What follows belongs to an exercise in optimizing a design on an open flow for small area; a production flow would make more cautious choices.
RTL that was checked went through simulation tests only; none was proved equivalent to the original.
Power and IR drop assume default switching activity.

Design medidor_potencia_ca, start of the top module:
module medidor_potencia_ca (
  input  logic        clk,
  input  logic        rst,
  input  logic        enable,
  input  logic        sample_valid,
  input  logic [31:0] tensao,
  input  logic [31:0] corrente,
  output logic [63:0] potencia_media,
  output logic [31:0] v_pico,
  output logic [31:0] i_pico,
  output logic [15:0] window_count,
  output logic        result_valid
);
Size: roughly 430 flip-flops, ~210 I/O pins.
Settings: LEC_CHECK=0, CAP_MARGIN=0, CORE_MARGIN=2, CORE_UTILIZATION=40, SLEW_MARGIN=0, SYNTH_HIERARCHICAL=1, SYNTH_MINIMUM_KEEP_SIZE=0; clock period 11.0 ns.
standard.sh (not shown) runs the stock make flow with config.mk's settings and CLKGATE_MAP_FILE= SYNTH_SCRIPT=/design/flow/synth_recipe.tcl, a recipe that flattens the netlist after the stock synthesis.
==> flow/flow/run.sh <==
#!/bin/bash
# Standard layout, with the port buffers made from the smallest buffer cell and
# a clock tree with larger sink clusters and no dummy loads.
set -euo pipefail
bash standard.sh "BUFFER_PORTS_ARGS=-buffer_cell sky130_fd_sc_hd__buf_1" \
  "CTS_ARGS=-sink_clustering_enable -repair_clock_nets -dont_use_dummy_load -sink_clustering_size 24 -sink_clustering_max_diameter 100" \
  finish > flow_make.log 2>&1
Next try:
--- a/flow/design.v
+++ b/flow/design.v
@@ -34,22 +34,21 @@
   logic [15:0] bone_n, btwo_n;
   logic [33:0] ta_n;
   assign ta_n = ~ta;
   for (genvar i = 0; i < 16; i++) begin : g_booth
     wire b2 = cb[2*i+2];
     wire b1 = cb[2*i+1];
     wire b0 = cb[2*i];
     assign bone_n[i] = ~(accept & (b1 ^ b0));
     assign btwo_n[i] = ~(accept & ((b2 & ~b1 & ~b0) | (~b2 & b1 & b0)));
     assign bneg[i]   = accept & b2 & ~(b1 & b0);
-    assign pp[i][0] = (~bone_n[i] & tensao[0]) ^ bneg[i];
-    for (genvar j = 1; j < 33; j++) begin : g_sel
+    for (genvar j = 0; j < 33; j++) begin : g_sel
       wire sel;
       booth_sel u_sel (.one_n(bone_n[i]), .two_n(btwo_n[i]),
                        .a_n(ta_n[j+1]), .b_n(ta_n[j]), .sel(sel));
       assign pp[i][j] = sel ^ bneg[i];
     end
   end
   logic [73:0] acc_m;
   logic [73:0] sum;
   assign acc_m = first ? 74'd0 : acc;
   logic k1;
@@ -2654,25 +2653,27 @@
   assign sum[64] = cp64 ^ pgu5_63;
   assign sum[65] = cp65 ^ pgd13_64;
   assign sum[66] = cp66 ^ pgd12_65;
   assign sum[67] = cp67 ^ pgd13_66;
   assign sum[68] = cp68 ^ pgd11_67;
   assign sum[69] = cp69 ^ pgd13_68;
   assign sum[70] = cp70 ^ pgd12_69;
   assign sum[71] = cp71 ^ pgd13_70;
   assign sum[72] = cp72 ^ pgd10_71;
   assign sum[73] = cp73 ^ pgd13_72;
-  logic [31:0] abs_v, abs_i, pv_next, pi_next;
+  logic [31:0] abs_v, abs_i, pv_m, pi_m, pv_next, pi_next;
   assign abs_v   = tensao[31]   ? (~tensao + 32'd1)   : tensao;
   assign abs_i   = corrente[31] ? (~corrente + 32'd1) : corrente;
-  assign pv_next = (accept && (first || abs_v > peak_v)) ? abs_v : peak_v;
-  assign pi_next = (accept && (first || abs_i > peak_i)) ? abs_i : peak_i;
+  assign pv_m    = first ? 32'd0 : peak_v;
+  assign pi_m    = first ? 32'd0 : peak_i;
+  assign pv_next = (accept && abs_v > pv_m) ? abs_v : pv_m;
+  assign pi_next = (accept && abs_i > pi_m) ? abs_i : pi_m;
   always_ff @(posedge clk) begin
     if (rst)
       running <= 1'b0;
     else
       running <= enable;
   end
   always_ff @(posedge clk) begin
     if (rst || flush)
       sample_count <= '0;
     else if (accept)
Result:
- maximum frequency decreases slightly
- design area increases slightly
- global-route usage increases by 0.26 points
- power decreases by a few percent
- worst setup slack is worse by 0.16 ns
Only the layout flow was run in the second run of this note; the RTL was not checked for function there.

alpha:
medidor_potencia_ca, a different RTL version from the one above (not shown whole).
Size: roughly 3500 cells after synthesis, ~430 flip-flops, ~210 I/O pins, about 39000 um2 of cells after synthesis.
Design medidor_potencia_ca, start of the top module:
module medidor_potencia_ca (
  input  logic        clk,
  input  logic        rst,
  input  logic        enable,
  input  logic        sample_valid,
  input  logic [31:0] tensao,
  input  logic [31:0] corrente,
  output logic [63:0] potencia_media,
  output logic [31:0] v_pico,
  output logic [31:0] i_pico,
  output logic [15:0] window_count,
  output logic        result_valid
);
export LEC_CHECK = 0
export CAP_MARGIN = 0
export CORE_MARGIN = 2
export CORE_UTILIZATION = 40
export SLEW_MARGIN = 0
export SYNTH_HIERARCHICAL = 1
export SYNTH_MINIMUM_KEEP_SIZE = 0
create_clock -name core_clock -period 11.0 [get_ports {clk}]
Scripts as last shown in full above: flow/flow/run.sh
Inputs modified between alpha and beta:
--- a/flow/design.v
+++ b/flow/design.v
@@ -32,25 +32,26 @@
   logic [33:0] ta;
   assign ta = {tensao[31], tensao, 1'b0};
   logic [15:0] bone_n, btwo_n;
   logic [33:0] ta_n;
   assign ta_n = ~ta;
   for (genvar i = 0; i < 16; i++) begin : g_booth
     wire b2 = cb[2*i+2];
     wire b1 = cb[2*i+1];
     wire b0 = cb[2*i];
     assign bone_n[i] = ~(accept & (b1 ^ b0));
     assign btwo_n[i] = ~(accept & ((b2 & ~b1 & ~b0) | (~b2 & b1 & b0)));
     assign bneg[i]   = accept & b2 & ~(b1 & b0);
-    for (genvar j = 0; j < 33; j++) begin : g_sel
+    assign pp[i][0] = (~bone_n[i] & tensao[0]) ^ bneg[i];
+    for (genvar j = 1; j < 33; j++) begin : g_sel
       wire sel;
       booth_sel u_sel (.one_n(bone_n[i]), .two_n(btwo_n[i]),
                        .a_n(ta_n[j+1]), .b_n(ta_n[j]), .sel(sel));
       assign pp[i][j] = sel ^ bneg[i];
     end
   end
   logic [73:0] acc_m;
   logic [73:0] sum;
   assign acc_m = first ? 74'd0 : acc;
   logic k1;
   logic k2;
   logic k3;
@@ -2654,26 +2655,29 @@
   assign sum[65] = cp65 ^ pgd13_64;
   assign sum[66] = cp66 ^ pgd12_65;
   assign sum[67] = cp67 ^ pgd13_66;
   assign sum[68] = cp68 ^ pgd11_67;
   assign sum[69] = cp69 ^ pgd13_68;
   assign sum[70] = cp70 ^ pgd12_69;
   assign sum[71] = cp71 ^ pgd13_70;
   assign sum[72] = cp72 ^ pgd10_71;
   assign sum[73] = cp73 ^ pgd13_72;
   logic [31:0] abs_v, abs_i, pv_next, pi_next;
   assign abs_v   = tensao[31]   ? (~tensao + 32'd1)   : tensao;
   assign abs_i   = corrente[31] ? (~corrente + 32'd1) : corrente;
-  assign pv_next = (accept && (first || abs_v > peak_v)) ? abs_v : peak_v;
-  assign pi_next = (accept && (first || abs_i > peak_i)) ? abs_i : peak_i;
+  logic gt_v, gt_i;
+  cmp_gt u_cmp_v (.a(abs_v), .b(peak_v), .gt(gt_v));
+  cmp_gt u_cmp_i (.a(abs_i), .b(peak_i), .gt(gt_i));
+  assign pv_next = (accept && (first || gt_v)) ? abs_v : peak_v;
+  assign pi_next = (accept && (first || gt_i)) ? abs_i : peak_i;
   always_ff @(posedge clk) begin
     if (rst)
       running <= 1'b0;
     else
       running <= enable;
   end
   always_ff @(posedge clk) begin
     if (rst || flush)
       sample_count <= '0;
     else if (accept)
       sample_count <= sample_count + 10'd1;
   end
@@ -2701,24 +2705,54 @@
     end
   end
   wire out_load = fire;
   wire out_keep = ~rst & ~(res3 & enable);
   always_ff @(posedge clk) begin
     result_valid   <= fire;
     potencia_media <= ({64{out_load}} & hold_mean) | ({64{out_keep}} & potencia_media);
     v_pico         <= ({32{out_load}} & hold_v)    | ({32{out_keep}} & v_pico);
     i_pico         <= ({32{out_load}} & hold_i)    | ({32{out_keep}} & i_pico);
     window_count   <= ({16{out_load}} & (window_count + 16'd1)) | ({16{out_keep}} & window_count);
   end
 endmodule
+module cmp_gt (
+  input  logic [31:0] a,
+  input  logic [31:0] b,
+  output logic        gt
+);
+  logic [31:0] g0, t0;
+  assign g0 = a & ~b;
+  assign t0 = a | ~b;
+  logic [15:0] g1, t1;
+  logic [7:0]  g2, t2;
+  logic [3:0]  g3, t3;
+  logic [1:0]  g4, t4;
+  for (genvar i = 0; i < 16; i++) begin : l1
+    assign g1[i] = g0[2*i+1] | (t0[2*i+1] & g0[2*i]);
+    assign t1[i] = t0[2*i+1] & t0[2*i];
+  end
+  for (genvar i = 0; i < 8; i++) begin : l2
+    assign g2[i] = g1[2*i+1] | (t1[2*i+1] & g1[2*i]);
+    assign t2[i] = t1[2*i+1] & t1[2*i];
+  end
+  for (genvar i = 0; i < 4; i++) begin : l3
+    assign g3[i] = g2[2*i+1] | (t2[2*i+1] & g2[2*i]);
+    assign t3[i] = t2[2*i+1] & t2[2*i];
+  end
+  for (genvar i = 0; i < 2; i++) begin : l4
+    assign g4[i] = g3[2*i+1] | (t3[2*i+1] & g3[2*i]);
+    assign t4[i] = t3[2*i+1] & t3[2*i];
+  end
+  assign gt = g4[1] | (t4[1] & g4[0]);
+endmodule
 module booth_sel (
   input  logic one_n,
   input  logic two_n,
   input  logic a_n,
   input  logic b_n,
   output logic sel
 );
   assign sel = ~((one_n | a_n) & (two_n | b_n));
 endmodule
 module csa_fa (input logic a, input logic b, input logic c, output logic s, output logic co);
   assign {co, s} = {1'b0, a} + {1'b0, b} + {1'b0, c};
 endmodule
Results
The horizontal extent of the die was comparable across alpha and beta. Relative to alpha, tightest slew margin relative to the limit has increased by 4.0 points in beta. Diff alpha -> beta: arrival time of data at the critical path endpoint fell by 90 ps, global routing usage on met3 shows an increase of 0.61 points, worst setup slack moved up, switching power increased 7.0%. Re met1 layer usage reported by global route: alpha was lower than beta. alpha → beta: share of final layout cell area taken by clock buffers and inverters closely matched the old numbers, fraction of area in multi-input gates increased by 0.39 points relative to the old numbers, clock skew decreased by 12 ps relative to the old numbers. In the tables for alpha and beta, power density normalized to cell area reads lower with alpha.
Only the layout flow was run in beta; the RTL was not checked for function there.

-- re-timing with driven ports --
The flow's constraints put no driver on any port. The routed layouts listed below were extracted and timed again, unchanged, in two steps. Step 1 (the two cells are an assumption about what drives the block):
set clk [get_ports {clk}]
set_driving_cell -lib_cell sky130_fd_sc_hd__clkbuf_16 $clk
set_driving_cell -lib_cell sky130_fd_sc_hd__buf_2 [delete_from_list [all_inputs] $clk]
Step 2 adds t to the input delays and takes it off the output delays; t is the mean of the earliest and latest rising clock arrival at the registers after step 1. Input paths then give back, and output paths get back, about the clock's delay inside the block. a / b / c = ideal ports / drivers / drivers and shift; a / b = the first two.
run | t, ns | setup WS [ns] | latest minus earliest clock arrival (ns) | worst register clock-pin slew, ns
the first run of note 1 | 0.661 | 1.141 / 1.186 / 0.524 | 0.073 / 0.073 | 0.11 / 0.11
the second run of note 1 | 0.664 | 0.976 / 1.017 / 0.352 | 0.084 / 0.085 | 0.10 / 0.10
alpha | 0.664 | 1.092 / 1.131 / 0.467 | 0.086 / 0.086 | 0.10 / 0.10
beta | 0.683 | 1.192 / 1.186 / 0.503 | 0.073 / 0.074 | 0.10 / 0.10
After both steps setup and hold are still met in every run listed. For beta, which loses most, drivers alone change the setup slack by -0.006 ns; drivers and shift together by -0.689 ns.
